Context: an optimization exercise on an open-source flow, tuned for a short achievable clock period and few clock cycles per item. The choices shown serve that exercise and are no tape-out recipe. In this exercise RTL edits were held to simulation tests only and were not proved equivalent to the original. No run shown here takes its clock network from TritonCTS; it comes from the design's own scripts or RTL. No driver is modelled on the clock port, so clock power and skew are understated where the tree is cut down; a real chip needs a root buffer or a tree. No activity file was given, so power comes from the tool's default toggle rates.

<file path="flow/run.sh">
#!/bin/bash
# Standard ORFS layout (the standard.sh), except that the clock tree is
# built by flow/mycts.tcl (a two-level buffer tree: 4 root buffers fed by the
# clock port, leaf buffers each driving a cluster of about 20 flip-flops) in
# place of TritonCTS. Everything else, synthesis included, is the standard flow.
set -euo pipefail
export MCTS_CLOCK_NET=clk
export MCTS_BUF=sky130_fd_sc_hd__clkbuf_16
export MCTS_ROOT_BUF=sky130_fd_sc_hd__clkbuf_16
export MCTS_SINKS_PER_LEAF=20
export MCTS_ROOTS=4
bash standard.sh finish PRE_CTS_TCL="$PWD/flow/mycts.tcl" > standard_flow.log 2>&1
</file>
<file path="flow/mycts.tcl">
# Two-level clock tree built by hand, used in place of TritonCTS: the clock
# port drives a few root buffers, each root drives a group of leaf buffers,
# each leaf buffer drives a cluster of nearby flip-flops (k-means on the
# flip-flop positions). Every flip-flop sees the same two buffer stages.
# Sourced by ORFS cts.tcl as PRE_CTS_TCL; it replaces clock_tree_synthesis.

proc mcts_kmeans {pts k iters} {
  # pts: list of {x y}; returns list of cluster index per point and centers
  set n [llength $pts]
  set xs [lsort -real [lmap p $pts {lindex $p 0}]]
  set ys [lsort -real [lmap p $pts {lindex $p 1}]]
  # initial centers: points spread by sorted order along a serpentine
  set order [lsort -real -index 0 [lmap p $pts {list [expr {[lindex $p 0] + 0.0}] [lindex $p 1]}]]
  set centers {}
  for {set i 0} {$i < $k} {incr i} {
    set idx [expr {int(($i + 0.5) * $n / $k)}]
    lappend centers [lindex $order $idx]
  }
  set assign {}
  for {set it 0} {$it < $iters} {incr it} {
    set assign {}
    foreach p $pts {
      set best 0; set bd 1e30; set ci 0
      foreach c $centers {
        set dx [expr {[lindex $p 0] - [lindex $c 0]}]
        set dy [expr {[lindex $p 1] - [lindex $c 1]}]
        set d [expr {$dx*$dx + $dy*$dy}]
        if {$d < $bd} { set bd $d; set best $ci }
        incr ci
      }
      lappend assign $best
    }
    set sx [lrepeat $k 0.0]; set sy [lrepeat $k 0.0]; set cnt [lrepeat $k 0]
    foreach p $pts a $assign {
      lset sx $a [expr {[lindex $sx $a] + [lindex $p 0]}]
      lset sy $a [expr {[lindex $sy $a] + [lindex $p 1]}]
      lset cnt $a [expr {[lindex $cnt $a] + 1}]
    }
    set nc {}
    for {set i 0} {$i < $k} {incr i} {
      if {[lindex $cnt $i] > 0} {
        lappend nc [list [expr {[lindex $sx $i] / [lindex $cnt $i]}] [expr {[lindex $sy $i] / [lindex $cnt $i]}]]
      } else {
        lappend nc [lindex $centers $i]
      }
    }
    set centers $nc
  }
  return [list $assign $centers]
}

# balanced split: cap each cluster size by moving the farthest members out
proc mcts_balance {pts assign centers cap} {
  set k [llength $centers]
  for {set pass 0} {$pass < 20} {incr pass} {
    set cnt [lrepeat $k 0]
    foreach a $assign { lset cnt $a [expr {[lindex $cnt $a] + 1}] }
    set over 0
    for {set c 0} {$c < $k} {incr c} { if {[lindex $cnt $c] > $cap} { set over 1 } }
    if {!$over} { break }
    set i 0
    foreach p $pts a $assign {
      if {[lindex $cnt $a] > $cap} {
        # move to nearest cluster with room
        set best -1; set bd 1e30
        for {set c 0} {$c < $k} {incr c} {
          if {$c == $a || [lindex $cnt $c] >= $cap} continue
          set cc [lindex $centers $c]
          set dx [expr {[lindex $p 0] - [lindex $cc 0]}]
          set dy [expr {[lindex $p 1] - [lindex $cc 1]}]
          set d [expr {$dx*$dx + $dy*$dy}]
          if {$d < $bd} { set bd $d; set best $c }
        }
        set ca [lindex $centers $a]
        set dx [expr {[lindex $p 0] - [lindex $ca 0]}]
        set dy [expr {[lindex $p 1] - [lindex $ca 1]}]
        if {$best >= 0 && $bd < 4.0 * ($dx*$dx + $dy*$dy) + 1e8} {
          lset assign $i $best
          lset cnt $a [expr {[lindex $cnt $a] - 1}]
          lset cnt $best [expr {[lindex $cnt $best] + 1}]
        }
      }
      incr i
    }
  }
  return $assign
}

proc mcts_build {} {
  set db [ord::get_db]
  set block [ord::get_db_block]
  set clk [$block findNet $::env(MCTS_CLOCK_NET)]
  set buf [$db findMaster $::env(MCTS_BUF)]
  set rootbuf [$db findMaster $::env(MCTS_ROOT_BUF)]
  set sink_cap $::env(MCTS_SINKS_PER_LEAF)
  set nroots $::env(MCTS_ROOTS)

  set sinks {}
  set pts {}
  foreach it [$clk getITerms] {
    set inst [$it getInst]
    set bb [$inst getBBox]
    lappend sinks $it
    lappend pts [list [expr {([$bb xMin] + [$bb xMax]) / 2.0}] [expr {([$bb yMin] + [$bb yMax]) / 2.0}]]
  }
  set n [llength $sinks]
  set k [expr {int(ceil(double($n) / $sink_cap))}]
  puts "MCTS: $n sinks, $k leaf buffers, $nroots root buffers"
  lassign [mcts_kmeans $pts $k 25] assign centers
  set assign [mcts_balance $pts $assign $centers [expr {$sink_cap + 4}]]
  # recompute centers
  set sx [lrepeat $k 0.0]; set sy [lrepeat $k 0.0]; set cnt [lrepeat $k 0]
  foreach p $pts a $assign {
    lset sx $a [expr {[lindex $sx $a] + [lindex $p 0]}]
    lset sy $a [expr {[lindex $sy $a] + [lindex $p 1]}]
    lset cnt $a [expr {[lindex $cnt $a] + 1}]
  }
  set leafpts {}
  for {set i 0} {$i < $k} {incr i} {
    if {[lindex $cnt $i] == 0} { lappend leafpts {} ; continue }
    lappend leafpts [list [expr {[lindex $sx $i] / [lindex $cnt $i]}] [expr {[lindex $sy $i] / [lindex $cnt $i]}]]
  }
  # leaf buffers and nets
  set leafbufs {}
  for {set i 0} {$i < $k} {incr i} {
    if {[lindex $cnt $i] == 0} { lappend leafbufs {}; continue }
    set b [odb::dbInst_create $block $buf "mcts_leaf_$i"]
    set p [lindex $leafpts $i]
    $b setLocation [expr {int([lindex $p 0])}] [expr {int([lindex $p 1])}]
    $b setPlacementStatus PLACED
    set nn [odb::dbNet_create $block "mcts_leaf_net_$i"]
    $nn setSigType CLOCK
    [$b findITerm X] connect $nn
    lappend leafbufs $b
  }
  foreach it $sinks a $assign {
    $it disconnect
    $it connect [$block findNet "mcts_leaf_net_$a"]
  }
  # roots: cluster the leaf buffers
  set lpts {}; set lids {}
  for {set i 0} {$i < $k} {incr i} {
    if {[lindex $cnt $i] == 0} continue
    lappend lpts [lindex $leafpts $i]; lappend lids $i
  }
  lassign [mcts_kmeans $lpts $nroots 25] rassign rcenters
  for {set r 0} {$r < $nroots} {incr r} {
    set b [odb::dbInst_create $block $rootbuf "mcts_root_$r"]
    set p [lindex $rcenters $r]
    $b setLocation [expr {int([lindex $p 0])}] [expr {int([lindex $p 1])}]
    $b setPlacementStatus PLACED
    set nn [odb::dbNet_create $block "mcts_root_net_$r"]
    $nn setSigType CLOCK
    [$b findITerm X] connect $nn
    [$b findITerm A] connect $clk
  }
  foreach i $lids r $rassign {
    [[lindex $leafbufs $i] findITerm A] connect [$block findNet "mcts_root_net_$r"]
  }
  global_connect
  puts "MCTS: done"
}

rename clock_tree_synthesis mcts_orig_clock_tree_synthesis
proc clock_tree_synthesis {args} {
  mcts_build
}
</file>
<file path="standard.sh">
#!/bin/bash
# synth_recipe.tcl (not shown) runs the flow's synth.tcl, then flattens the netlist and writes it again
# the make line also repeats each setting of config.mk as NAME=value (left out here)
make -C /OpenROAD-flow-scripts/flow DESIGN_CONFIG=/design/flow/config.mk WORK_HOME=/design/flow/orfs CLKGATE_MAP_FILE= SYNTH_SCRIPT=/design/flow/synth_recipe.tcl "${@:-finish}"
</file>
<file path="config.mk">
export PLATFORM = sky130hd
export DESIGN_NAME = comp_mult_top
export DESIGN_NICKNAME = comp_mult_top
export VERILOG_FILES = /design/flow/design.v
export SDC_FILE = /design/flow/constraint.sdc
export NUM_CORES = 4
export LEC_CHECK = 0
export ABC_CLOCK_PERIOD_IN_PS = 1000
export CAP_MARGIN = 20
export CORE_MARGIN = 2
export CORE_UTILIZATION = 40
export SETUP_SLACK_MARGIN = 4.6
export SLEW_MARGIN = 20
</file>
<file path="constraint.sdc">
create_clock -name core_clock -period 6.5 [get_ports {clk}]
set_input_delay 1.3000 -clock core_clock [delete_from_list [all_inputs] [get_ports {clk}]]
set_output_delay 1.3000 -clock core_clock [all_outputs]
set_load 0.01 [all_outputs]
</file>
<file path="design.v">
`timescale 1ns/1ps
package cmul_types_pkg;
    localparam int ELEM_W    = 8;    
    localparam int RES_W     = 18;   
    localparam int RES_BYTES = 3;    
    localparam int ADDR_W    = 16;   
    localparam int REG_W     = 16;   
    typedef logic signed [ELEM_W-1:0] elem_t;       
    typedef logic signed [RES_W-1:0]  res_t;        
    typedef logic [ADDR_W-1:0]        addr_t;       
    typedef logic [REG_W-1:0]         reg_t;        
    typedef logic [2:0]               byte_cnt_t;   
endpackage
`timescale 1ns/1ps
package cmul_regmap_pkg;
    typedef enum logic [2:0] {
        OFS_OP1    = 3'd0,   
        OFS_OP2    = 3'd1,   
        OFS_RES    = 3'd2,   
        OFS_NUM_OP = 3'd3,   
        OFS_START  = 3'd4,   
        OFS_STATUS = 3'd5,   
        OFS_STATE  = 3'd6    
    } reg_offset_e;
    localparam int STS_DONE_BIT = 0;
    typedef enum logic [1:0] {
        ST_IDLE   = 2'd0,
        ST_RD_OPS = 2'd1,   
        ST_WORK   = 2'd2,   
        ST_WR_RES = 2'd3    
    } ctrl_state_e;
    localparam int OP_RD_BYTES  = 4;   
    localparam int RES_WR_BYTES = 6;   
    localparam int OP_STRIDE    = 2;   
    localparam int RES_STRIDE   = 6;   
endpackage
`timescale 1ns/1ps
module comp_mult_top
#(
    parameter logic [15:0] APB_BASE = '0   
) (
    input  logic  clk,
    input  logic  rst_n,
    input  cmul_types_pkg::addr_t paddr,
    input  logic  pwrite,
    input  cmul_types_pkg::reg_t  pwdata,
    input  logic  psel,
    output logic  pready,
    output cmul_types_pkg::reg_t  prdata,
    output logic  pslverr,
    output logic  mem_ce,
    output logic  mem_we,
    output cmul_types_pkg::addr_t mem_addr,
    output cmul_types_pkg::elem_t mem_wr_data,
    input  cmul_types_pkg::elem_t mem_rd_data
);
    logic [15:0] ofs_full;
    logic [2:0]  ofs;
    logic        in_range;
    logic        acc_ok;
    assign pready   = 1'b1;
    assign ofs_full = paddr - APB_BASE;
    assign in_range = (ofs_full[15:3] == '0);
    assign ofs      = ofs_full[2:0];
    always_comb begin
        case (ofs)
            3'd0, 3'd1, 3'd2, 3'd3, 3'd4: acc_ok = pwrite;
            3'd5:    acc_ok = 1'b1;
            3'd6:    acc_ok = ~pwrite;
            default: acc_ok = 1'b0;
        endcase
    end
    logic wsel;
    assign wsel = psel & pwrite;
    logic hzh_q, hzl_q;        
    logic d_op1, d_op2, d_res, d_num, d_st, d_clr;
    logic hz;
    logic        done;
    logic        clr_q;        
    logic [15:0] pwp1_q, pwp2_q;   
    logic [15:0] ra1p, ra2p, rwp;  
    logic [15:0] base1p, base2p, base1pp, base2pp;
    logic        busy;         
    logic        start_q;      
    logic [15:0] num_reg;
    logic        num_nz_q;     
    logic        num_ge2_q;    
    logic [15:0] num_m1_q;     
    logic        num_is1_q;    
    logic [15:0] b1, b2;       
    logic        eq_q;         
    logic [15:0] ra1, ra2, rw;   
    logic        k1, k2;       
    logic        wres_q, wnum_q;   
    logic [15:0] pwdata_q;     
    logic [15:0] base1, base2;   
    logic [1:0]  h1, h2;       
    logic        qsame;        
    logic        bus_v, ret_v;
    logic [1:0]  bus_id, ret_id;
    logic        bus_dup, ret_dup;
    logic [3:0]  v;            
    logic signed [7:0] cx1, cy1, cx2, cy2;
    logic [2:0]  oc;           
    logic [15:0] qf_left;      
    logic [15:0] qw_left;      
    logic        qw1;          
    logic        wrc;          
    logic [2:0]  wcnt;         
    logic        qd_q;         
    logic        sq_ok;        
    logic        wok;          
    logic        fin_q;        
    logic        mem_ce_q, mem_we_q;
    logic [15:0] mem_addr_q;
    logic [7:0]  mem_wr_data_q;
    logic [35:0] f0, f1, f2, f3;   
    logic [2:0]  fcnt;
    logic        s1v, s2v;
    logic        prd0;
    assign prdata      = {15'b0, prd0};
    assign mem_ce      = mem_ce_q;
    assign mem_we      = mem_we_q;
    assign mem_addr    = mem_addr_q;
    assign mem_wr_data = mem_wr_data_q;
    logic go;
    logic [1:0] h1e, h2e;
    logic qdone;
    logic [2:0] oc_eff;
    logic start_quad;
    logic rd_issue;
    logic rd_op1;              
    logic [1:0] rd_id;
    logic wr_start_b;          
    logic wr_issue;
    logic [2:0] wcnt_n;
    logic pop;
    logic push;
    logic [15:0] qf_eff;
    assign eq_q    = (b1 == b2);
    assign hz      = hzh_q & hzl_q;
    assign k1      = hz & d_op1;
    assign k2      = hz & d_op2;
    assign wres_q  = hz & d_res;
    assign wnum_q  = hz & d_num;
    assign start_q = hz & d_st;
    assign clr_q   = hz & d_clr;
    assign base1   = k1 ? pwdata_q : ra1;
    assign base2   = k2 ? pwdata_q : ra2;
    assign go      = start_q & ~busy & num_nz_q;
    assign h1e     = k1 ? 2'd0 : h1;
    assign h2e     = k2 ? 2'd0 : h2;
    assign qdone   = qd_q & ~k1 & ~(k2 & ~qsame);
    assign oc_eff  = go ? 3'd1 : oc;
    assign qf_eff  = go ? num_m1_q : qf_left;
    logic sqg, inc1, inc2;
    assign sqg        = sq_ok | (go & num_ge2_q);
    assign start_quad = ~wrc & qdone & sqg;
    assign inc1       = ~wrc & (qdone ? sqg : (h1e != 2'd2));
    assign inc2       = ~wrc & ~qdone & (h1e == 2'd2);
    assign rd_issue   = inc1 | inc2;
    assign rd_op1     = inc1;
    assign rd_id      = start_quad ? 2'd0 : (h1e != 2'd2) ? {1'b0, h1e[0]} : {1'b1, h2e[0]};
    assign base1p     = k1 ? pwp1_q : ra1p;
    assign base2p     = k2 ? pwp1_q : ra2p;
    assign base1pp    = k1 ? pwp2_q : ra1p + 16'd1;
    assign base2pp    = k2 ? pwp2_q : ra2p + 16'd1;
    assign wr_start_b = ~wrc & qdone & ~sqg & wok;
    assign wr_issue   = wrc | wr_start_b;
    assign wcnt_n     = wrc ? wcnt + 3'd1 : 3'd0;
    assign pop        = wrc & (wcnt == 3'd4);
    logic       busy_n;
    logic [2:0] oc_n;
    logic [2:0] fcnt_n;
    logic [1:0] h1_n, h2_n;
    logic       qsame_n;
    assign busy_n = go | (busy & ~fin_q);
    always_comb begin
        oc_n = oc_eff;
        if (start_quad & ~pop) oc_n = oc_eff + 3'd1;
        if (~start_quad & pop) oc_n = oc_eff - 3'd1;
    end
    always_comb begin
        fcnt_n = fcnt;
        if (s6v & ~pop) fcnt_n = fcnt + 3'd1;
        if (~s6v & pop) fcnt_n = fcnt - 3'd1;
    end
    always_comb begin
        if (fin_q) begin
            h1_n = '0; h2_n = '0; qsame_n = 1'b0;
        end else if (start_quad) begin
            h1_n = 2'd1; h2_n = 2'd0; qsame_n = eq_q;
        end else begin
            h1_n = inc1 ? h1e + 2'd1 : h1e;
            h2_n = inc2 ? h2e + 2'd1 : h2e;
            qsame_n = qsame;
        end
    end
    assign push = (v == 4'b1111) & busy;
    logic qc1, qc2;
    assign qc1 = (h1e == 2'd1) & (qsame | (h2e == 2'd2));
    assign qc2 = (h1e == 2'd2) & (h2e == 2'd1) & ~qsame;
    logic [7:0] wbyte;
    always_comb begin
        case (wcnt_n)
            3'd0:    wbyte = f0[7:0];
            3'd1:    wbyte = f0[15:8];
            3'd2:    wbyte = {6'b0, f0[17:16]};
            3'd3:    wbyte = f0[25:18];
            3'd4:    wbyte = f0[33:26];
            default: wbyte = {6'b0, f0[35:34]};
        endcase
    end
    always_ff @(posedge clk or negedge rst_n) begin
        if (!rst_n) begin
            pslverr  <= 1'b0;
            prd0     <= 1'b0;
            done     <= 1'b0;
            hzh_q    <= 1'b0;
            hzl_q    <= 1'b0;
            d_op1    <= 1'b0;
            d_op2    <= 1'b0;
            d_res    <= 1'b0;
            d_num    <= 1'b0;
            d_st     <= 1'b0;
            d_clr    <= 1'b0;
            pwp1_q   <= '0;
            pwp2_q   <= '0;
            num_reg  <= '0;
            num_nz_q <= 1'b0;
            num_ge2_q <= 1'b0;
            num_m1_q <= '0;
            num_is1_q <= 1'b0;
            pwdata_q <= '0;
            b1       <= '0;
            b2       <= '0;
        end else begin
            pslverr   <= psel & ~(in_range & acc_ok);
            prd0      <= ofs[0] ? (done & ~clr_q) : busy;    
            hzh_q <= (ofs_full[15:9] == '0);
            hzl_q <= (ofs_full[8:3] == '0);
            d_op1 <= wsel & (ofs == 3'd0);
            d_op2 <= wsel & (ofs == 3'd1);
            d_res <= wsel & (ofs == 3'd2);
            d_num <= wsel & (ofs == 3'd3);
            d_st  <= wsel & (ofs == 3'd4) & pwdata[0];
            d_clr <= wsel & (ofs == 3'd5) & ~pwdata[0];
            pwp1_q <= pwdata + 16'd1;
            pwp2_q <= pwdata + 16'd2;
            if (fin_q)
                done <= 1'b1;
            else if (clr_q)
                done <= 1'b0;
            pwdata_q  <= pwdata;
            if (wnum_q) num_reg <= pwdata_q;
            if (wnum_q) begin
                num_nz_q  <= (pwdata_q != '0);
                num_ge2_q <= (pwdata_q[15:1] != '0);
                num_is1_q <= (pwdata_q == 16'd1);
                num_m1_q  <= pwdata_q - 16'd1;
            end
            if (k1) b1 <= pwdata_q;
            if (k2) b2 <= pwdata_q;
        end
    end
    always_ff @(posedge clk or negedge rst_n) begin
        if (!rst_n) begin
            busy     <= 1'b0;
            ra1      <= '0;
            ra2      <= '0;
            rw       <= '0;
            ra1p     <= 16'd1;
            ra2p     <= 16'd1;
            rwp      <= 16'd1;
            h1       <= '0;
            h2       <= '0;
            qsame    <= 1'b0;
            bus_v    <= 1'b0;
            bus_id   <= '0;
            bus_dup  <= 1'b0;
            ret_v    <= 1'b0;
            ret_id   <= '0;
            ret_dup  <= 1'b0;
            v        <= '0;
            oc       <= '0;
            qf_left  <= '0;
            qw_left  <= '0;
            qw1      <= 1'b0;
            wrc      <= 1'b0;
            wcnt     <= '0;
            qd_q     <= 1'b0;
            sq_ok    <= 1'b0;
            wok      <= 1'b0;
            fin_q    <= 1'b0;
            mem_ce_q <= 1'b0;
            mem_we_q <= 1'b0;
            fcnt     <= '0;
            s1v      <= 1'b0;
            s2v      <= 1'b0;
            s3v      <= 1'b0;
            s4v      <= 1'b0;
            s5v      <= 1'b0;
            s6v      <= 1'b0;
        end else begin
            busy <= busy_n;
            mem_ce_q <= rd_issue | wr_issue;
            mem_we_q <= wr_issue;
            if (wres_q) begin
                rw  <= pwdata_q;
                rwp <= pwp1_q;
            end else if (wr_issue) begin
                rw  <= rwp;
                rwp <= rwp + 16'd1;
            end
            ra1  <= inc1 ? base1p : base1;
            ra1p <= inc1 ? base1pp : base1p;
            ra2  <= inc2 ? base2p : base2;
            ra2p <= inc2 ? base2pp : base2p;
            h1    <= h1_n;
            h2    <= h2_n;
            qsame <= qsame_n;
            qd_q  <= ~fin_q & ~start_quad & (qdone | (~wrc & (qc1 | qc2)));
            bus_v   <= rd_issue;
            bus_id  <= rd_id;
            bus_dup <= start_quad ? eq_q : qsame;
            ret_v   <= bus_v & ~(k1 & ~bus_id[1]) & ~(k2 & bus_id[1]);
            ret_id  <= bus_id;
            ret_dup <= bus_dup;
            begin
                logic [3:0] cap;
                logic ret_ok;
                ret_ok = ret_v & ~(k1 & ~ret_id[1]) & ~(k2 & ret_id[1]);
                cap[0] = ret_ok & (ret_id == 2'd0);
                cap[1] = ret_ok & (ret_id == 2'd1);
                cap[2] = ret_ok & ((ret_id == 2'd2) | (ret_dup & (ret_id == 2'd0)));
                cap[3] = ret_ok & ((ret_id == 2'd3) | (ret_dup & (ret_id == 2'd1)));
                v <= cap | (v & ~{4{push}} & ~{k2, k2, k1, k1} & ~{4{fin_q}});
            end
            oc    <= oc_n;
            sq_ok <= busy & ~fin_q & ((oc != 3'd4) | pop) & (qf_left != '0);
            wok   <= busy_n & (fcnt_n != 3'd0);
            if (start_quad)
                qf_left <= qf_eff - 16'd1;
            else if (go)
                qf_left <= num_m1_q;
            if (go)
                qw_left <= num_reg;
            else if (pop)
                qw_left <= qw_left - 16'd1;
            wrc    <= wrc ? (wcnt != 3'd4) : wr_start_b;
            wcnt   <= wcnt_n;
            if (go)
                qw1 <= num_is1_q;
            else if (pop)
                qw1 <= (qw_left == 16'd2);
            fin_q  <= pop & qw1;
            fcnt <= fcnt_n;
            s1v <= push;
            s2v <= s1v;
            s3v <= s2v;
            s4v <= s3v;
            s5v <= s4v;
            s6v <= s5v;
        end
    end
    always_ff @(posedge clk) begin
        if (wrc)
            mem_addr_q <= rw;
        else if (qdone)
            mem_addr_q <= sqg ? base1 : rw;
        else
            mem_addr_q <= (h1e != 2'd2) ? base1 : base2;
        mem_wr_data_q <= wbyte;
    end
    logic [3:0] capd;
    assign capd[0] = ret_v & (ret_id == 2'd0);
    assign capd[1] = ret_v & (ret_id == 2'd1);
    assign capd[2] = ret_v & ((ret_id == 2'd2) | (ret_dup & (ret_id == 2'd0)));
    assign capd[3] = ret_v & ((ret_id == 2'd3) | (ret_dup & (ret_id == 2'd1)));
    always_ff @(posedge clk) begin
        if (capd[0]) cx1 <= mem_rd_data;
        if (capd[1]) cy1 <= mem_rd_data;
        if (capd[2]) cx2 <= mem_rd_data;
        if (capd[3]) cy2 <= mem_rd_data;
    end
    logic signed [9:0]  pp_a [4];
    logic signed [9:0]  pp_b [4];
    logic signed [9:0]  pp_c [4];
    logic signed [9:0]  pp_d [4];
    logic s3v;
    logic [8:0] gy2, gx2;    
    assign gy2 = {cy2, 1'b0};
    assign gx2 = {cx2, 1'b0};
    function automatic logic [3:0] bsel(input logic [2:0] g);
        case (g)
            3'd1, 3'd2: bsel = 4'b1000;
            3'd3:       bsel = 4'b0100;
            3'd4:       bsel = 4'b0001;
            3'd5, 3'd6: bsel = 4'b0010;
            default:    bsel = 4'b0000;
        endcase
    endfunction
    function automatic logic signed [9:0] bpp(input logic signed [7:0] a, input logic signed [8:0] n, input logic [3:0] sel);
        logic signed [9:0] a1;
        logic signed [9:0] n1;
        a1 = 10'(a);
        n1 = 10'(n);
        bpp = ({10{sel[3]}} & a1) | ({10{sel[2]}} & (a1 <<< 1))
            | ({10{sel[1]}} & n1) | ({10{sel[0]}} & (n1 <<< 1));
    endfunction
    logic signed [7:0] ox1, oy1;
    logic [3:0] sx2 [4];     
    logic [3:0] sy2 [4];     
    logic signed [8:0] nx1, ny1;
    logic s4v;
    always_ff @(posedge clk) begin
        ox1 <= cx1;
        oy1 <= cy1;
        for (int j = 0; j < 4; j++) begin
            sx2[j] <= bsel(gx2[2*j +: 3]);
            sy2[j] <= bsel(gy2[2*j +: 3]);
        end
        nx1 <= -(9'(cx1));
        ny1 <= -(9'(cy1));
    end
    always_ff @(posedge clk) begin
        for (int j = 0; j < 4; j++) begin
            pp_a[j] <= bpp(ox1, nx1, sy2[j]);
            pp_b[j] <= bpp(oy1, ny1, sx2[j]);
            pp_c[j] <= bpp(ox1, nx1, sx2[j]);
            pp_d[j] <= bpp(oy1, ny1, {sy2[j][1:0], sy2[j][3:2]});    
        end
    end
    function automatic logic [35:0] csa(input logic [17:0] a, input logic [17:0] b, input logic [17:0] c);
        csa = {a ^ b ^ c, ((a & b) | (a & c) | (b & c)) << 1};
    endfunction
    function automatic logic [71:0] red84(input logic [17:0] r0, input logic [17:0] r1,
                                          input logic [17:0] r2, input logic [17:0] r3,
                                          input logic [17:0] r4, input logic [17:0] r5,
                                          input logic [17:0] r6, input logic [17:0] r7);
        logic [35:0] u1, u2, u3, u4;
        u1 = csa(r0, r1, r2);
        u2 = csa(r3, r4, r5);
        u3 = csa(u1[35:18], u1[17:0], u2[35:18]);
        u4 = csa(u2[17:0], r6, r7);
        red84 = {u3, u4};
    endfunction
    function automatic logic [35:0] red42(input logic [71:0] q);
        logic [35:0] u1;
        u1 = csa(q[71:54], q[53:36], q[35:18]);
        red42 = csa(u1[35:18], u1[17:0], q[17:0]);
    endfunction
    logic [71:0] q2x, q2y;      
    logic [35:0] q3x, q3y;      
    logic [9:0]  lox, loy;      
    logic [8:0]  h0x, h1x, h0y, h1y;    
    always_ff @(posedge clk) begin
        q2y <= red84(18'(pp_a[0]), 18'(pp_a[1]) << 2, 18'(pp_a[2]) << 4, 18'(pp_a[3]) << 6,
                     18'(pp_b[0]), 18'(pp_b[1]) << 2, 18'(pp_b[2]) << 4, 18'(pp_b[3]) << 6);
        q2x <= red84(18'(pp_c[0]), 18'(pp_c[1]) << 2, 18'(pp_c[2]) << 4, 18'(pp_c[3]) << 6,
                     18'(pp_d[0]), 18'(pp_d[1]) << 2, 18'(pp_d[2]) << 4, 18'(pp_d[3]) << 6);
        q3y <= red42(q2y);
        q3x <= red42(q2x);
        loy <= {1'b0, q3y[26:18]} + {1'b0, q3y[8:0]};
        lox <= {1'b0, q3x[26:18]} + {1'b0, q3x[8:0]};
        h0y <= q3y[35:27];
        h1y <= q3y[17:9];
        h0x <= q3x[35:27];
        h1x <= q3x[17:9];
    end
    logic signed [17:0] xr_n, yr_n;
    logic s5v, s6v;
    always_ff @(posedge clk) begin
        xr_n <= {h0x + h1x + {8'd0, lox[9]}, lox[8:0]};
        yr_n <= {h0y + h1y + {8'd0, loy[9]}, loy[8:0]};
    end
    always_ff @(posedge clk) begin
        if (pop) begin
            f0 <= (s6v && fcnt == 3'd1) ? {xr_n, yr_n} : f1;
            f1 <= (s6v && fcnt == 3'd2) ? {xr_n, yr_n} : f2;
            f2 <= (s6v && fcnt == 3'd3) ? {xr_n, yr_n} : f3;
            f3 <= {xr_n, yr_n};
        end else if (s6v) begin
            case (fcnt)
                3'd0:    f0 <= {xr_n, yr_n};
                3'd1:    f1 <= {xr_n, yr_n};
                3'd2:    f2 <= {xr_n, yr_n};
                default: f3 <= {xr_n, yr_n};
            endcase
        end
    end
endmodule
</file>
==> impl_results.md, run 1 <==
* Status: no timing/DRC/antenna violations
* Worst-margin pin slew at 1.17 ns
* Power Internal at 7.80 mW
* Via count at 26.9k
* Largest net degree at the start of global routing at 59
* Initial drt markers at 2708
* Clk_skew at 0.0999 ns
* Hold Vio Cnt, Final at 0
* Yosys cell types at 82
* Initial antenna violation count at 2
* DR DRC count at 0
* Fin crit share at 37.5%
* Crit. End Element: register
* # setup viols final at 0
* WHS at 0.283 ns
* Gr usage total at 19.6%
* Via-to-Cell Ratio at 5.37
* Sequential fraction of the synthesis area at 57.2%
* Worst vdd ir at 0.203 mV
* IO Pins at 88
* CP Launch Point: hzl_q
* Flop pwr share at 64.6%
* Pins Over Slew Limit at 0
* Total gr overflow at 0
* FILL cells at 8668
* Critical Setup Path Class: register to register
* Net Switching at 1.99 mW
* Number of global-route vias before repair at 26.2k
* Mean post-synth cell area at 11.4 um^2
* Startpoint Class: register
* Reg clk slew, reported paths at 0.10 ns
* Post-synth EDFFs at 176
* Hold path start: q2x[54]
* I/O Buffers at 71
* CP arrival at 2.85 ns
* Logic pwr share at 1.6%
* Clock power share at 33.9%
* Die Y at 322 um
* Worst Path Required at 6.91 ns
* Commonest non-fill, non-tap cell in the layout: dfxtp_1
* Sw Ratio at 20.4%
* Die W at 322 um
* Initial core utilization at 40.3%
* Peak Freq at 411 MHz
* Detail Route Antenna Nets at 0
* Antenna cells at 0
* Reg-to-reg critical path startpoint: hzl_q
* Worst slew margin at 22.0%
* Core region area at 100000 um^2
* Post-DP HPWL at 62700 um
* Share of cells above drive strength 1 at 23.4%
* LEAKAGE at 20.7 nW
* Die area at 103000 um^2
* Power per cell area at 202 nW/um^2
* Post-layout minimum cycle time at 2.43 ns
* Area grow syn2layout at 19.9%
* Post-Synthesis Cells at 3524
* HP Class: register to register
* Row count at 116
* Average wire per standard cell at 21.1 um
* Post-Syn Area at 40300 um^2
* Commonest cells after routing, fill and taps aside: dfxtp_1, nand2_1, dfrtp_1, inv_1, edfxtp_1
* Post-synthesis sequential element count at 991
* Max-Cap Viols at 0
* Fin nets at 3982
* RSZ-0062 raised after global routing: yes
* Async set or reset register ratio after synthesis at 29.7%
* Routability cong. at 0.834
* Global-route wire length before repair at 158000 um
* Top_reg_cell synth: dfxtp_1
* Pre-antenna DRT Iters at 6
* Largest registers: q2x x59, q2y x59
* Worst-path fanout max at 6
* Skew-Pair Late Insertion Delay at 0.50 ns
* Drt total wl at 106000 um
* Ys Warns at 7
* Setup Total Neg Slack at 0 ns
* Hold Buf Count CTS at 0
[worst max-delay path: stages, from the launching register on]
cell and delay [ns]:
dfrtp_1 0.39, and2_4 0.17, buf_6 0.12, nand2_4 0.07
buf_12 0.13, nand2_8 0.06, inv_4 0.07, ha_4 0.15
inv_6 0.05, a2111oi_4 0.26, buf_6 0.23, buf_12 0.13
buf_6 0.10, nand4_1 0.12, xor2_1 0.17, a21oi_1 0.13
[layer usage]
layer  global-route usage [%]  routed length, um
met4                     6.13               3940
met2                     30.3              47700
met3                     2.99               8410
met5                        0                  0
met1                     28.2              45700
[area by class of cell]
cell class,count,area [um^2],share of cell area (%)
multi-input combinational,2081,17700,36.6
tap,1298,1620,3.36
buffer,54,1350,2.79
timing repair buffer,306,3490,7.21
inverter,271,1040,2.14
sequential,991,23100,47.8
timing repair inverter,2,15.0,0.0310
[repair_timing]
action                     4_1_cts  5_1_grt
gates cloned                    30       11
gates resized for setup        529      323
pin swaps                      127       97
setup buffers                  129       68
setup endpoints to repair      812      346
[synth_stat cells (6+ instances only)]
| master | count | area share, % |
|---|---|---|
| or3_1 | 11 | 0.17 |
| o21a_1 | 18 | 0.34 |
| a21oi_1 | 96 | 1.2 |
| buf_4 | 17 | 0.32 |
| clkbuf_1 | 168 | 1.6 |
| nor4_1 | 12 | 0.19 |
| buf_2 | 15 | 0.19 |
| buf_1 | 10 | 0.093 |
| nand4_1 | 28 | 0.43 |
| ha_1 | 85 | 2.6 |
| and3_1 | 66 | 1.0 |
| nor2_1 | 118 | 1.1 |
| xor2_1 | 52 | 1.1 |
| a21o_1 | 33 | 0.61 |
| a221o_1 | 6 | 0.15 |
| a222oi_1 | 25 | 0.62 |
| mux2i_1 | 28 | 0.69 |
| xnor2_1 | 127 | 2.8 |
| nand2_1 | 503 | 4.7 |
| and2_1 | 10 | 0.16 |
| a22o_1 | 26 | 0.56 |
| fa_1 | 146 | 7.2 |
| nor3_1 | 43 | 0.53 |
| inv_1 | 270 | 2.5 |
| nor2b_1 | 21 | 0.33 |
| dfxtp_1 | 521 | 26 |
| and3b_1 | 8 | 0.17 |
| a31oi_1 | 30 | 0.47 |
| mux2_2 | 112 | 3.1 |
| o21ai_0 | 108 | 1.3 |
| edfxtp_1 | 176 | 13 |
| a22oi_1 | 166 | 3.1 |
| a21boi_0 | 32 | 0.60 |
| nand3_1 | 46 | 0.57 |
| nor3b_1 | 13 | 0.24 |
| dfrtp_1 | 291 | 18 |
| a211oi_1 | 7 | 0.13 |
[power by group through the flow]
stage / clock (mW) / sequential (mW) / combinational [mW]
6_report: 3.31 / 6.32 / 0.153
5_1_grt: 3.62 / 6.32 / 0.168
4_1_cts: 2.60 / 6.46 / 0.148
3_5_place_dp: 0 / 6.46 / 0.124
3_3_place_gp: 0 / 6.46 / 0.123
2_1_floorplan: 0 / 6.41 / 0.0518
[path summary, 6_finish.rpt]
| kind | slack (ns) | cells after the start | end |
|---|---|---|---|
| min in group asynchronous | 0.70 | 1 | pwp1_q[8] |
| max | 4.07 | 15 | ra2p[6] |
| min | 0.28 | 0 | q3x[18] |
| max in group asynchronous | 5.10 | 2 | s6v |
| min reg2reg | 0.28 | 0 | q3x[18] |
| max reg2reg | 4.07 | 15 | ra2p[6] |
[through the flow]
stage                     power (mW)  std cells  worst slack, ns  cell area (um^2)  utilization (%)
after floorplan                 6.47       3538             3.90             40900                -
after global placement          6.58       4711             2.88             42300             42.3
after detailed placement        6.58       4711             2.78             42300             42.3
after CTS                       9.21       4924             3.92             46700             46.7
after global routing            10.1       5003             3.97             48400             48.4
final                           9.79       5003             4.07             48400             48.4
[kinds of logic after synthesis]
group           after synthesis  synth area share [%]
flops                       991                  57.2
simple gates                907                  10.2
compound gates              588                  10.2
buf+inv                     486                  4.83
fa+ha+maj                   231                  9.88
xor+xnor                    179                  3.89
mux                         140                  3.82
other cells                   2                0.0186
Testbench counts, summed over its fixed seeds: cycles 21,041, items 2,070.
==> run 2, diff against run 1 <==
--- a/config.mk
+++ b/config.mk
@@ -6,8 +6,8 @@
 export NUM_CORES = 4
 export LEC_CHECK = 0
-export ABC_CLOCK_PERIOD_IN_PS = 1000
+export ABC_CLOCK_PERIOD_IN_PS = 1500
 export CAP_MARGIN = 20
 export CORE_MARGIN = 2
 export CORE_UTILIZATION = 40
-export SETUP_SLACK_MARGIN = 4.6
+export SETUP_SLACK_MARGIN = 4.4
 export SLEW_MARGIN = 20
==> run 2 against run 1 <==
Effect of this change: combinational power down 3%; first-iteration DRC count down 6.1%; register-to-register slack worse by 0.04 ns; die area unchanged; power down 0.34%; largest cell class unchanged; largest power group unchanged; highest routed layer is now met5.
==> impl_results.md, run 2 <==
* Status: no timing/DRC/antenna violations (unchanged)
* Commonest non-fill, non-tap cell in the layout: dfxtp_1 (unchanged)
* Area grow syn2layout at 15.6% (was 19.9%)
* Power Total at 9.76 mW (was 9.79 mW)
* Post-synth EDFFs at 176 (unchanged)
* Top-count cell post-synth: dfxtp_1 (unchanged)
* Pins Over Slew Limit at 0 (unchanged)
* Final Util at 46.6% (was 48.4%)
* Commonest cells in the netlist: dfxtp_1, nand2_1, dfrtp_1 (unchanged)
* Post-Synthesis Cells at 3524 (unchanged)
* I/O Buffers at 71 (unchanged)
* Initial antenna violation count at 0 (was 2)
* Top_reg_cell synth: dfxtp_1 (unchanged)
* Pre-antenna DRT Iters at 8 (was 6)
* DR DRC count at 0 (unchanged)
* WHS at 0.311 ns (was 0.283 ns)
* Peak Freq at 404 MHz (was 411 MHz)
* Global-route wire length before repair at 152000 um (was 158000 um)
* Hold Vio Cnt, Final at 0 (unchanged)
* Setup Total Neg Slack at 0 ns (unchanged)
* Core region area at 100000 um^2 (unchanged)
* Detail Route Antenna Nets at 0 (unchanged)
* Worst slew margin at 21.2% (was 22.0%)
* Final Instance Area at 46600 um^2 (was 48400 um^2)
* Share of the synthesized area in the top cell type at 25.9% (unchanged)
* Post-Syn Area at 40300 um^2 (unchanged)
* Mean post-synth cell area at 11.4 um^2 (unchanged)
* Via count at 26.1k (was 26.9k)
* Antenna cells at 0 (unchanged)
* RSZ-0062 raised after global routing: yes (unchanged)
* # setup viols final at 0 (unchanged)
* Worst Path Required at 6.76 ns (was 6.91 ns)
* Via-to-Cell Ratio at 5.30 (was 5.37)
* Initial core utilization at 40.3% (unchanged)
* Largest registers: q2x x59, q2y x59 (unchanged)
* Share of cells above drive strength 1 at 17.5% (was 23.4%)
* Row count at 116 (unchanged)
* Top post-synthesis cells by area: dfxtp_1, dfrtp_1, edfxtp_1 (unchanged)
* Worst path cell trace: and3b_2, nand2_8, mux2i_4, ha_2, inv_2, a2111oi_4, o2111a_2, nand3_2, xnor2_2, mux2i_1 (was and2_4, buf_6, nand2_4, buf_12, nand2_8, inv_4, ha_4, inv_6, a2111oi_4, buf_6, buf_12, buf_6, nand4_1, xor2_1, a21oi_1)
* Worst-margin pin slew at 1.18 ns (was 1.17 ns)
* Startpoint Class: register (unchanged)
* Gr usage total at 18.7% (was 19.6%)
* Number of global-route vias before repair at 25.4k (was 26.2k)
* Reg clk slew, reported paths at 0.10 ns (about the same)
* Routability cong. at 0.838 (was 0.834)
* Die W at 322 um (unchanged)
* Yosys cell types at 82 (unchanged)
* Largest area contributor in the netlist: dfxtp_1 (unchanged)
* Commonest cells after routing, fill and taps aside: dfxtp_1, nand2_1, dfrtp_1, inv_1, edfxtp_1 (unchanged)
* Fin nets at 3902 (was 3982)
* Die area at 103000 um^2 (unchanged)
* Post-DP HPWL at 63400 um (was 62700 um)
* HP Class: register to register (unchanged)
* Slowest-stage cell, CP: dfrtp_1 (unchanged)
* Post-layout minimum cycle time at 2.47 ns (was 2.43 ns)
* CP arrival at 2.73 ns (was 2.85 ns)
* Clk_skew at 0.122 ns (was 0.0999 ns)
* DP Area at 42300 um^2 (about the same)
* Worst path max stage delay at 0.41 ns (was 0.39 ns)
* LEAKAGE at 20.0 nW (was 20.7 nW)
* Async set or reset register ratio after synthesis at 29.7% (unchanged)
* Max-Cap Viols at 0 (unchanged)
* Post-synthesis sequential element count at 991 (unchanged)
* Largest net degree at the start of global routing at 79 (was 59)
* Drt total wl at 100000 um (was 106000 um)
* Worst-path fanout max at 5 (was 6)
* Critical Setup Path Class: register to register (unchanged)
* Skew-Pair Late Insertion Delay at 0.48 ns (was 0.50 ns)
* Fin crit share at 38.1% (was 37.5%)
* Total gr overflow at 0 (unchanged)
* Worst vdd ir at 0.204 mV (was 0.203 mV)
* Initial drt markers at 2542 (was 2708)
* IO Pins at 88 (unchanged)
* Crit. End Element: register (unchanged)
* Hold Buf Count CTS at 0 (unchanged)
* Ys Warns at 7 (unchanged)
* Power per cell area at 209 nW/um^2 (was 202 nW/um^2)
* Sequential fraction of the synthesis area at 57.2% (unchanged)
* Average wire per standard cell at 20.4 um (was 21.1 um)
* Die Y at 322 um (unchanged)
-- run 2: cell counts after synthesis --
No cell type changed its count.
-- run 2: stage by stage --
step / cells / setup slack, ns
2_1_floorplan: 3538 / 3.90
3_3_place_gp: 4716 / 3.23
3_5_place_dp: 4716 / 3.17
4_1_cts: 4869 / 3.93
5_1_grt: 4923 / 3.90
6_report: 4923 / 4.03
-- run 2: area by class of cell --
cell class,count,area [um^2]
buffer,54,1350
fill,8917,53400
inverter,271,1040
multi-input combinational,2068,16700
sequential,991,23100
tap,1298,1620
timing repair buffer,239,2790
timing repair inverter,2,15.0
-- run 2: metal layers --
metal  GRT usage, %  vias to the layer above  part of all wire (%)
li1               -                    12039                     -
met1           27.8                    12857                    45
met2           28.4                     1035                    44
met3           3.01                      168                   8.6
met4           4.30                        2                   3.1
met5              0                        -                  0.11
-- run 2: report_power, final --
part / switching, mW / internal (mW)
Clock: 1.82 / 1.47
Combinational: 0.0928 / 0.0560
Sequential: 0.0507 / 6.26
-- run 2: worst paths after layout --
kind                          start         end  slack, ns  depth (start not counted)
max                        num_nz_q  qf_left[8]       4.03                         10
min                         q3x[10]      h1x[1]       0.31                          0
max reg2reg                num_nz_q  qf_left[8]       4.03                         10
min reg2reg                 q3x[10]      h1x[1]       0.31                          0
max in group asynchronous     rst_n         wrc       4.95                          2
min in group asynchronous     rst_n       rw[6]       0.75                          1
-- run 2: kinds of logic after synthesis --
kind of cell	share of synthesized area, %
other cells	0.0186
mux	3.82
buf+inv	4.83
xor+xnor	3.89
simple gates	10.2
fa+ha+maj	9.88
compound gates	10.2
flops	57.2
-- run 2: worst max-delay path, delay by kind of cell (launching register included) --
kind / cells / cell delay, ns
muxes: 2 / 0.32
xor gates and xnor gates: 1 / 0.17
adders and majority gates: 1 / 0.21
AOI/OAI and AO/OA: 2 / 0.69
DFF: 1 / 0.41
buffers and inverters: 1 / 0.04
and+or+nand+nor: 3 / 0.49
-- run 2: timing repair --
action,CTS,global route
gates resized for setup,305,308
pin swaps,90,79
buffers inserted,84,40
endpoints found under the setup margin,694,296
cloned,15,14
==> run 3, diff against run 2 <==
--- a/design.v
+++ b/design.v
@@ -87,4 +87,10 @@
     logic        num_ge2_q;    
     logic [15:0] num_m1_q;     
+    logic [15:0] num_m2_q;     
+    logic        ok1_q;        
+    logic        ok2_q;        
+    logic        nz_n, ge2_n;  
+    logic        go2;          
+    logic        qdp;          
     logic        num_is1_q;    
     logic [15:0] b1, b2;       
@@ -137,5 +143,4 @@
     logic pop;
     logic push;
-    logic [15:0] qf_eff;
     assign eq_q    = (b1 == b2);
     assign hz      = hzh_q & hzl_q;
@@ -148,15 +153,18 @@
     assign base1   = k1 ? pwdata_q : ra1;
     assign base2   = k2 ? pwdata_q : ra2;
-    assign go      = start_q & ~busy & num_nz_q;
+    assign go      = start_q & ok1_q;
+    assign go2     = start_q & ok2_q;
+    assign nz_n    = wnum_q ? (pwdata_q != '0) : num_nz_q;
+    assign ge2_n   = wnum_q ? (pwdata_q[15:1] != '0) : num_ge2_q;
     assign h1e     = k1 ? 2'd0 : h1;
     assign h2e     = k2 ? 2'd0 : h2;
-    assign qdone   = qd_q & ~k1 & ~(k2 & ~qsame);
+    assign qdp     = qd_q & ~(k2 & ~qsame);
+    assign qdone   = qdp & ~k1;
     assign oc_eff  = go ? 3'd1 : oc;
-    assign qf_eff  = go ? num_m1_q : qf_left;
     logic sqg, inc1, inc2;
-    assign sqg        = sq_ok | (go & num_ge2_q);
+    assign sqg        = sq_ok | go2;
     assign start_quad = ~wrc & qdone & sqg;
-    assign inc1       = ~wrc & (qdone ? sqg : (h1e != 2'd2));
-    assign inc2       = ~wrc & ~qdone & (h1e == 2'd2);
+    assign inc1       = ~wrc & (k1 | (qdp ? sqg : (h1 != 2'd2)));
+    assign inc2       = ~wrc & ~k1 & ~qdp & (h1 == 2'd2);
     assign rd_issue   = inc1 | inc2;
     assign rd_op1     = inc1;
@@ -231,4 +239,7 @@
             num_ge2_q <= 1'b0;
             num_m1_q <= '0;
+            num_m2_q <= '0;
+            ok1_q    <= 1'b0;
+            ok2_q    <= 1'b0;
             num_is1_q <= 1'b0;
             pwdata_q <= '0;
@@ -254,4 +265,6 @@
             pwdata_q  <= pwdata;
             if (wnum_q) num_reg <= pwdata_q;
+            ok1_q <= ~busy_n & nz_n;
+            ok2_q <= ~busy_n & nz_n & ge2_n;
             if (wnum_q) begin
                 num_nz_q  <= (pwdata_q != '0);
@@ -259,4 +272,5 @@
                 num_is1_q <= (pwdata_q == 16'd1);
                 num_m1_q  <= pwdata_q - 16'd1;
+                num_m2_q  <= pwdata_q - 16'd2;
             end
             if (k1) b1 <= pwdata_q;
@@ -340,8 +354,8 @@
             sq_ok <= busy & ~fin_q & ((oc != 3'd4) | pop) & (qf_left != '0);
             wok   <= busy_n & (fcnt_n != 3'd0);
-            if (start_quad)
-                qf_left <= qf_eff - 16'd1;
-            else if (go)
-                qf_left <= num_m1_q;
+            if (go)
+                qf_left <= start_quad ? num_m2_q : num_m1_q;
+            else if (start_quad)
+                qf_left <= qf_left - 16'd1;
             if (go)
                 qw_left <= num_reg;
--- a/config.mk
+++ b/config.mk
@@ -6,8 +6,8 @@
 export NUM_CORES = 4
 export LEC_CHECK = 0
-export ABC_CLOCK_PERIOD_IN_PS = 1500
+export ABC_CLOCK_PERIOD_IN_PS = 1000
 export CAP_MARGIN = 20
 export CORE_MARGIN = 2
 export CORE_UTILIZATION = 40
-export SETUP_SLACK_MARGIN = 4.4
+export SETUP_SLACK_MARGIN = 4.6
 export SLEW_MARGIN = 20
==> run 3 against run 2 <==
Effect of this change: power rose by 3.6%; maximum frequency rose by 2.0%; core utilization is 3.2 points higher; clock power increased by 3%; final cell count increased by 6.3%; flip-flop and latch count rose by 17; routed wire length rose by 18%; global-route usage is 2.4 points higher; hold slack got worse by 0.010 ns.
==> impl_results.md, run 3 <==
* Status: no timing/DRC/antenna violations (unchanged)
* Min-Delay Path Depth at 0 (unchanged)
* Detail Route Antenna Nets at 0 (unchanged)
* Final Util at 49.8% (was 46.6%)
* Die Y at 327 um (was 322 um)
* Pre-CTS setup slack at 3.09 ns (was 3.17 ns)
* HP Class: register to register (unchanged)
* CP bufs+invs at 4 (was 1)
* Worst path max stage delay at 0.55 ns (was 0.41 ns)
* Largest area contributor in the netlist: dfxtp_1 (unchanged)
* Power Total at 10.1 mW (was 9.76 mW)
* Final Instance Area at 51500 um^2 (was 46600 um^2)
* Gr usage total at 21.1% (was 18.7%)
* Sequential fraction of the synthesis area at 56.4% (was 57.2%)
* Smallest setup slack after layout at 4.07 ns (was 4.03 ns)
* Commonest cells after routing, fill and taps aside: dfxtp_1, nand2_1, dfrtp_1, inv_1, edfxtp_1 (unchanged)
* Initial antenna violation count at 1 (was 0)
* Largest net degree at the start of global routing at 74 (was 79)
* Post-synth EDFFs at 176 (unchanged)
* # setup viols final at 0 (unchanged)
* Number of global-route vias before repair at 28.1k (was 25.4k)
* CP arrival at 2.77 ns (was 2.73 ns)
* Worst slew margin at 30.6% (was 21.2%)
* Crit-path leading delay family: simple AND/OR/NAND/NOR gates (was compound AO/OA/AOI/OAI gates)
* Post-layout minimum cycle time at 2.43 ns (was 2.47 ns)
* Max-Cap Viols at 0 (unchanged)
* Area grow syn2layout at 23.6% (was 15.6%)
* Top-count cell post-synth: dfxtp_1 (unchanged)
* WHS at 0.301 ns (was 0.311 ns)
* Post-synthesis sequential element count at 1008 (was 991)
* Reg clk slew, reported paths at 0.10 ns (about the same)
* Slowest-stage cell, CP: dfrtp_4 (was dfrtp_1)
* Via-to-Cell Ratio at 5.49 (was 5.30)
* Share of cells above drive strength 1 at 25.7% (was 17.5%)
* R2R Path End: rwp[3] (was qf_left[8])
* LEAKAGE at 21.9 nW (was 20.0 nW)
* Routability cong. at 0.856 (was 0.838)
* Worst Path Required at 6.85 ns (was 6.76 ns)
* Final cell count without fillers at 5233 (was 4923)
* Net Switching at 2.11 mW (was 1.97 mW)
* Yosys cell types at 87 (was 82)
* Logic pwr share at 2.8% (was 1.5%)
* Fin crit share at 37.3% (was 38.1%)
* DP Area at 43800 um^2 (was 42300 um^2)
* Power Internal at 8.00 mW (was 7.79 mW)
* Startpoint Class: register (unchanged)
* WHS Endpoint: h0y[5] (was h1x[1])
* Initial drt markers at 3062 (was 2542)
* Pins Over Slew Limit at 0 (unchanged)
* Average wire per standard cell at 22.8 um (was 20.4 um)
* Peak Freq at 412 MHz (was 404 MHz)
* Via count at 28.7k (was 26.1k)
* Post-DP HPWL at 67800 um (was 63400 um)
* CP Launch Point: hzh_q (was num_nz_q)
* Reg-to-reg critical path startpoint: hzh_q (was num_nz_q)
* Ys Warns at 7 (unchanged)
* Top post-synthesis cells by area: dfxtp_1, dfrtp_1, edfxtp_1 (unchanged)
* Reg2reg path depth at 9 (was 10)
* Die W at 327 um (was 322 um)
* Share of the synthesized area in the top cell type at 25.0% (was 25.9%)
* I/O Buffers at 71 (unchanged)
* Worst path cell trace: buf_6, and3_4, nor4_4, buf_4, buf_12, a21oi_4, buf_12, or4_4, a31oi_1 (was and3b_2, nand2_8, mux2i_4, ha_2, inv_2, a2111oi_4, o2111a_2, nand3_2, xnor2_2, mux2i_1)
* Die area at 107000 um^2 (was 103000 um^2)
* Flop pwr share at 63.6% (was 64.7%)
* Clock power share at 33.5% (was 33.7%)
* Worst-path fanout max at 8 (was 5)
* Commonest cells in the netlist: dfxtp_1, nand2_1, dfrtp_1 (unchanged)
* Top_reg_cell synth: dfxtp_1 (unchanged)
* Core region area at 103000 um^2 (was 100000 um^2)
* DR DRC count at 0 (unchanged)
* Antenna cells at 0 (unchanged)
* Most used cell, CP: buf_12
* Global-route wire length before repair at 176000 um (was 152000 um)
* Hold Vio Cnt, Final at 0 (unchanged)
* Largest registers: q2x x59, q2y x59 (unchanged)
* Hold path start: q3y[32] (was q3x[10])
* Mean post-synth cell area at 11.5 um^2 (was 11.4 um^2)
* Fin nets at 4133 (was 3902)
* Worst-margin pin slew at 1.04 ns (was 1.18 ns)
* FF-to-FF setup slack at 4.07 ns (was 4.03 ns)
* Async set or reset register ratio after synthesis at 30.9% (was 29.7%)
* Crit. End Element: register (unchanged)
* Setup Total Neg Slack at 0 ns (unchanged)
* Initial core utilization at 40.3% (about the same)
* IO Pins at 88 (unchanged)
* Power per cell area at 196 nW/um^2 (was 209 nW/um^2)
* RSZ-0062 raised after global routing: yes (unchanged)
* Drt total wl at 119000 um (was 100000 um)
* Commonest non-fill, non-tap cell in the layout: dfxtp_1 (unchanged)
* Sw Ratio at 20.9% (was 20.2%)
* Critical Setup Path Class: register to register (unchanged)
* Skew-Pair Late Insertion Delay at 0.52 ns (was 0.48 ns)
* Placed Instances at 4866 (was 4716)
* Row count at 118 (was 116)
* Pre-antenna DRT Iters at 7 (was 8)
* Worst vdd ir at 0.249 mV (was 0.204 mV)
* Clk_skew at 0.143 ns (was 0.122 ns)
* Total gr overflow at 0 (unchanged)
* Post-Synthesis Cells at 3622 (was 3524)
* Post-Syn Area at 41700 um^2 (was 40300 um^2)
-- run 3: changes by cell type in the layout (fill, tap and decap cells not counted), moves of 21 or more --
cell and change:
a211oi_1 +22, a21oi_1 -38, and3_1 -40, buf_12 +28, buf_4 +53, buf_6 +39
mux2_4 +27, nand2_1 -81, nand2_2 +21, nand2_8 +22, o211ai_1 +22
-- run 3: logic make-up (layout without fill, tap and decap cells) --
family,Yosys count,after routing,share of synthesized area [%]
AO/OA/AOI/OAI,618,618,10.5
adder cells (fa/ha/maj),234,234,9.66
multiplexers,163,163,4.84
XOR/XNOR,159,159,3.34
AND/OR/NAND/NOR,938,970,10.5
other,2,16,0.0180
flip-flops,1008,1008,56.4
buffers and inverters,500,685,4.76
-- run 3: timing repair --
action                                  in CTS  in global routing
endpoints found under the setup margin     850                273
gates cloned                                50                 14
hold buffers                                 0                  0
setup buffers                              160                 87
pin swaps                                  156                162
gates resized for setup                    618                371
-- run 3: final cells by class --
cell class	instances	area, um^2
timing repair inverter	3	43.8
multi-input combinational	2160	19200
timing repair buffer	373	4530
sequential	1008	23600
tap	1380	1730
buffer	55	1380
inverter	254	997
fill	8912	51900
-- run 3: worst max-delay path by stage --
stage | to | slack [ns] | cells after the start
2_1_floorplan | pwp1_q[15] | 4.08 | 6
3_3_place_gp | pwp1_q[15] | 3.11 | 7
3_5_place_dp | pwp1_q[15] | 3.09 | 7
4_1_cts | pslverr | 3.93 | 5
5_1_grt | rwp[3] | 4.02 | 9
6_report | rwp[3] | 4.07 | 9
-- run 3: power groups by stage --
stage / Combinational, mW / Sequential [mW] / Clock [mW]
CTS: 0.262 / 6.56 / 2.65
global placement: 0.201 / 6.57 / 0
detailed placement: 0.201 / 6.56 / 0
finish: 0.286 / 6.43 / 3.39
floorplan: 0.0930 / 6.54 / 0
global route: 0.305 / 6.43 / 3.69
-- run 3: metal layers --
layer	track usage, %	share of wire, %
met1	29.3	41
met3	3.04	8.4
met5	0	0
met4	5.13	3.6
met2	34.7	47
Testbench counts of run 3, summed over its fixed seeds: cycles 21,041, items 2,070.
==> run 4, diff against run 3 <==
--- a/design.v
+++ b/design.v
@@ -79,6 +79,9 @@
     logic        clr_q;        
     logic [15:0] pwp1_q, pwp2_q;   
-    logic [15:0] ra1p, ra2p, rwp;  
+    logic [15:0] ra1p, ra2p, rwp;       
+    logic [15:0] ra1pp, ra2pp, rwpp;    
+    logic        i1_q, i2_q, iw_q;      
     logic [15:0] base1p, base2p, base1pp, base2pp;
+    logic [15:0] basew, basewp, basewpp;
     logic        busy;         
     logic        start_q;      
@@ -151,6 +154,7 @@
     assign start_q = hz & d_st;
     assign clr_q   = hz & d_clr;
-    assign base1   = k1 ? pwdata_q : ra1;
-    assign base2   = k2 ? pwdata_q : ra2;
+    assign base1   = k1 ? pwdata_q : (i1_q ? ra1p : ra1);
+    assign base2   = k2 ? pwdata_q : (i2_q ? ra2p : ra2);
+    assign basew   = wres_q ? pwdata_q : (iw_q ? rwp : rw);
     assign go      = start_q & ok1_q;
     assign go2     = start_q & ok2_q;
@@ -170,8 +174,10 @@
     assign rd_op1     = inc1;
     assign rd_id      = start_quad ? 2'd0 : (h1e != 2'd2) ? {1'b0, h1e[0]} : {1'b1, h2e[0]};
-    assign base1p     = k1 ? pwp1_q : ra1p;
-    assign base2p     = k2 ? pwp1_q : ra2p;
-    assign base1pp    = k1 ? pwp2_q : ra1p + 16'd1;
-    assign base2pp    = k2 ? pwp2_q : ra2p + 16'd1;
+    assign base1p     = k1 ? pwp1_q : (i1_q ? ra1pp : ra1p);
+    assign base2p     = k2 ? pwp1_q : (i2_q ? ra2pp : ra2p);
+    assign basewp     = wres_q ? pwp1_q : (iw_q ? rwpp : rwp);
+    assign base1pp    = k1 ? pwp2_q : (i1_q ? ra1pp + 16'd1 : ra1pp);
+    assign base2pp    = k2 ? pwp2_q : (i2_q ? ra2pp + 16'd1 : ra2pp);
+    assign basewpp    = wres_q ? pwp2_q : (iw_q ? rwpp + 16'd1 : rwpp);
     assign wr_start_b = ~wrc & qdone & ~sqg & wok;
     assign wr_issue   = wrc | wr_start_b;
@@ -287,4 +293,10 @@
             ra2p     <= 16'd1;
             rwp      <= 16'd1;
+            ra1pp    <= 16'd2;
+            ra2pp    <= 16'd2;
+            rwpp     <= 16'd2;
+            i1_q     <= 1'b0;
+            i2_q     <= 1'b0;
+            iw_q     <= 1'b0;
             h1       <= '0;
             h2       <= '0;
@@ -320,15 +332,16 @@
             mem_ce_q <= rd_issue | wr_issue;
             mem_we_q <= wr_issue;
-            if (wres_q) begin
-                rw  <= pwdata_q;
-                rwp <= pwp1_q;
-            end else if (wr_issue) begin
-                rw  <= rwp;
-                rwp <= rwp + 16'd1;
-            end
-            ra1  <= inc1 ? base1p : base1;
-            ra1p <= inc1 ? base1pp : base1p;
-            ra2  <= inc2 ? base2p : base2;
-            ra2p <= inc2 ? base2pp : base2p;
+            rw    <= basew;
+            rwp   <= basewp;
+            rwpp  <= basewpp;
+            iw_q  <= wr_issue;
+            ra1   <= base1;
+            ra1p  <= base1p;
+            ra1pp <= base1pp;
+            i1_q  <= inc1;
+            ra2   <= base2;
+            ra2p  <= base2p;
+            ra2pp <= base2pp;
+            i2_q  <= inc2;
             h1    <= h1_n;
             h2    <= h2_n;
@@ -380,7 +393,7 @@
     always_ff @(posedge clk) begin
         if (wrc)
-            mem_addr_q <= rw;
+            mem_addr_q <= basew;
         else if (qdone)
-            mem_addr_q <= sqg ? base1 : rw;
+            mem_addr_q <= sqg ? base1 : basew;
         else
             mem_addr_q <= (h1e != 2'd2) ? base1 : base2;
--- a/config.mk
+++ b/config.mk
@@ -6,8 +6,8 @@
 export NUM_CORES = 4
 export LEC_CHECK = 0
-export ABC_CLOCK_PERIOD_IN_PS = 1000
+export ABC_CLOCK_PERIOD_IN_PS = 1500
 export CAP_MARGIN = 20
 export CORE_MARGIN = 2
 export CORE_UTILIZATION = 40
-export SETUP_SLACK_MARGIN = 4.6
+export SETUP_SLACK_MARGIN = 4.4
 export SLEW_MARGIN = 20
==> run 4 against run 3 <==
Effect of this change: flip-flop and latch count grew 50; core utilization down 5.0 points; clock power grew 3%; largest cell class unchanged.
==> impl_results.md, run 4 <==
* Status: no timing/DRC/antenna violations (unchanged)
* Initial drt markers at 2577 (was 3062)
* Fin nets at 3932 (was 4133)
* Sw Ratio at 20.3% (was 20.9%)
* Number of global-route vias before repair at 25.8k (was 28.1k)
* Worst-margin pin slew at 1.11 ns (was 1.04 ns)
* Core region area at 105000 um^2 (was 103000 um^2)
* Global-route wire length before repair at 156000 um (was 176000 um)
* Crit-path leading delay family: simple AND/OR/NAND/NOR gates (unchanged)
* Final Instance Area at 47200 um^2 (was 51500 um^2)
* Final Util at 44.9% (was 49.8%)
* Crit. End Element: register (unchanged)
* Average wire per standard cell at 20.3 um (was 22.8 um)
* Yosys cell types at 65 (was 87)
* CP bufs+invs at 0 (was 4)
* Top-count cell post-synth: nand2_1 (was dfxtp_1)
* Share of the synthesized area in the top cell type at 24.6% (was 25.0%)
* Mean post-synth cell area at 11.7 um^2 (was 11.5 um^2)
* Post-Syn Area at 42400 um^2 (was 41700 um^2)
* Reg clk slew, reported paths at 0.09 ns (was 0.10 ns)
* Worst-path fanout max at 2 (was 8)
* Post-synthesis sequential element count at 1058 (was 1008)
* Drt total wl at 103000 um (was 119000 um)
* Net Switching at 2.13 mW (was 2.11 mW)
* Clock power share at 33.6% (was 33.5%)
* Antenna cells at 0 (unchanged)
* Ys Warns at 7 (unchanged)
* Detail Route Antenna Nets at 0 (unchanged)
* Async set or reset register ratio after synthesis at 34.1% (was 30.9%)
* Die area at 109000 um^2 (was 107000 um^2)
* Worst path max stage delay at 0.55 ns (about the same)
* Total gr overflow at 0 (unchanged)
* Die Y at 330 um (was 327 um)
* I/O Buffers at 71 (unchanged)
* HP Class: register to register (unchanged)
* Via count at 26.1k (was 28.7k)
* IO Pins at 88 (unchanged)
* Largest net degree at the start of global routing at 96 (was 74)
* Power Internal at 8.32 mW (was 8.00 mW)
* Commonest cells after routing, fill and taps aside: nand2_1, dfxtp_1, dfrtp_1, inv_1, o21ai_0 (was dfxtp_1, nand2_1, dfrtp_1, inv_1, edfxtp_1)
* Logic pwr share at 1.9% (was 2.8%)
* Fin crit share at 38.0% (was 37.3%)
* DP Area at 44400 um^2 (was 43800 um^2)
* Setup Total Neg Slack at 0 ns (unchanged)
* Post-layout minimum cycle time at 2.47 ns (was 2.43 ns)
* Startpoint Class: register (unchanged)
* # setup viols final at 0 (unchanged)
* Final cell count without fillers at 5044 (was 5233)
* Clk_skew at 0.111 ns (was 0.143 ns)
* Pre-antenna DRT Iters at 9 (was 7)
* FILL cells at 9581 (was 8912)
* Worst slew margin at 26.0% (was 30.6%)
* Smallest setup slack after layout at 4.03 ns (was 4.07 ns)
* LEAKAGE at 20.2 nW (was 21.9 nW)
* Worst Path Required at 6.78 ns (was 6.85 ns)
* Max-Cap Viols at 0 (unchanged)
* Placed Instances at 4920 (was 4866)
* Skew-Pair Late Insertion Delay at 0.50 ns (was 0.52 ns)
* Commonest non-fill, non-tap cell in the layout: nand2_1 (was dfxtp_1)
* RSZ-0062 raised after global routing: yes (unchanged)
* Initial core utilization at 40.3% (about the same)
* Gr usage total at 18.4% (was 21.1%)
* Routability cong. at 0.808 (was 0.856)
* WHS at 0.310 ns (was 0.301 ns)
* Via-to-Cell Ratio at 5.18 (was 5.49)
* Area grow syn2layout at 11.4% (was 23.6%)
* Largest area contributor in the netlist: dfxtp_1 (unchanged)
* Post-synth EDFFs at 176 (unchanged)
* Initial antenna violation count at 2 (was 1)
* Worst path cell trace: or4_4, or3_4, or4b_4, o22a_1, and3_1 (was buf_6, and3_4, nor4_4, buf_4, buf_12, a21oi_4, buf_12, or4_4, a31oi_1)
* Share of cells above drive strength 1 at 12.8% (was 25.7%)
* Critical Setup Path Class: register to register (unchanged)
* Pins Over Slew Limit at 0 (unchanged)
* Largest registers: q2x x59, q2y x59 (unchanged)
* Top_reg_cell synth: dfxtp_1 (unchanged)
* Pre-CTS setup slack at 3.23 ns (was 3.09 ns)
* Post-Synthesis Cells at 3640 (was 3622)
* Sequential fraction of the synthesis area at 58.4% (was 56.4%)
* Power per cell area at 221 nW/um^2 (was 196 nW/um^2)
* DR DRC count at 0 (unchanged)
* Post-DP HPWL at 66200 um (was 67800 um)
* Commonest cells in the netlist: nand2_1, dfxtp_1, dfrtp_1 (was dfxtp_1, nand2_1, dfrtp_1)
* Top post-synthesis cells by area: dfxtp_1, dfrtp_1, edfxtp_1 (unchanged)
* Row count at 119 (was 118)
* Die W at 330 um (was 327 um)
* Flop pwr share at 64.5% (was 63.6%)
* Hold Vio Cnt, Final at 0 (unchanged)
* Peak Freq at 405 MHz (was 412 MHz)
* Power Total at 10.4 mW (was 10.1 mW)
* Worst vdd ir at 0.209 mV (was 0.249 mV)
* CP arrival at 2.76 ns (was 2.77 ns)
* Slowest-stage cell, CP: or4_4 (was dfrtp_4)
==> run 4: changes by cell type after synthesis, moves of 43 or more <==
cell     previous run  this run
dfrtp_1           308       355
nand2_1           470       536
a31oi_1            50         7
o21ai_0            98       221
mux2i_1            18       118
nor2_1            146        96
==> run 4: final cells by class <==
type	instances	area, um^2	area share (%)
Buffer	57	1430	3.02
Inverter	251	945	2.00
Multi-Input combinational cell	2119	16500	34.9
Sequential cell	1058	24800	52.5
Tap cell	1391	1740	3.68
Timing Repair Buffer	168	1830	3.87
==> run 4: logic make-up after synthesis <==
logic type	synth area share, %
AND/OR/NAND/NOR	9.14
buffers and inverters	4.44
XOR/XNOR	3.96
multiplexers	5.73
adder cells (fa/ha/maj)	9.46
flip-flops	58.4
AO/OA/AOI/OAI	8.89
other	0.0177
==> run 4: worst paths after layout <==
| kind | endpoint | depth (start not counted) | slack, ns | startpoint |
|---|---|---|---|---|
| hold / removal | ret_dup | 0 | 0.31 | bus_dup |
| setup / recovery | ok1_q | 5 | 4.03 | pwdata_q[9] |
| max in group asynchronous | b2[3] | 2 | 4.81 | rst_n |
| hold reg to reg | ret_dup | 0 | 0.31 | bus_dup |
| min in group asynchronous | wcnt[2] | 1 | 0.70 | rst_n |
| setup reg to reg | ok1_q | 5 | 4.03 | pwdata_q[9] |
==> run 4: layer usage <==
layer	GRT usage, %	routed length (um)	vias to the layer above
li1	-	-	12223
met1	26.4	45700	12847
met2	29.3	46800	858
met3	2.52	7300	180
met4	4.68	2740	2
met5	0	7	-
==> run 4: power groups by stage <==
| stage | logic, mW | clock network [mW] | registers (mW) |
|---|---|---|---|
| floorplan | 0.0734 | 0 | 6.85 |
| global placement | 0.168 | 0 | 6.88 |
| detailed placement | 0.169 | 0 | 6.88 |
| CTS | 0.196 | 2.76 | 6.88 |
| global route | 0.221 | 3.82 | 6.74 |
| finish | 0.201 | 3.50 | 6.74 |
==> run 4: timing repair <==
| item | 4_1_cts | 5_1_grt |
|---|---|---|
| setup buffers | 27 | 30 |
| pin swaps | 50 | 19 |
| endpoints found under the setup margin | 722 | 232 |
| endpoints found under the hold margin | 0 | 0 |
| gates cloned | 7 | 3 |
| hold buffers | 0 | 0 |
| resized for setup | 288 | 186 |
==> run 4: worst register-to-register path: stages, from the launching register on <==
cell	delay, ns
dfrtp_2	0.49
or4_4	0.56
or3_4	0.36
or4b_4	0.50
o22a_1	0.19
and3_1	0.17
Testbench counts of run 4, summed over its fixed seeds: cycles 21,041, items 2,070.

[afterwards: timing with drivers on the ports]
The flow's constraints put no driver on any port. The routed layouts listed below were extracted and timed again, unchanged, in two steps. Step 1, drivers: a clkbuf_16 drives clk and a buf_2 each remaining input, both assumed. Step 2 times the ports against the registers' clock, not the clock port: input delays grow and output delays shrink by t, the midpoint of the rising clock arrivals with the driver on. a / b / c = no drivers / after step 1 / after step 2; a / b = the first two.
| run | t, ns | setup slack, ns | worst setup path after step 2 | clock arrival spread, ns | worst data-port slew with drivers (ns) |
|---|---|---|---|---|---|
| run 1 | 0.586 | 4.066 / 4.057 / 3.990 | input to register | 0.112 / 0.112 | 0.09 |
| run 2 | 0.572 | 4.026 / 4.026 / 3.917 | input to register | 0.122 / 0.122 | 0.15 |
| run 3 | 0.596 | 4.074 / 4.066 / 3.976 | input to register | 0.150 / 0.150 | 0.12 |
| run 4 | 0.595 | 4.029 / 4.029 / 3.810 | input to register | 0.113 / 0.113 | 0.09 |
After both steps setup and hold are still met in every run listed. For run 4, which loses most, drivers alone change the setup slack by 0.000 ns; drivers and shift together by -0.219 ns.
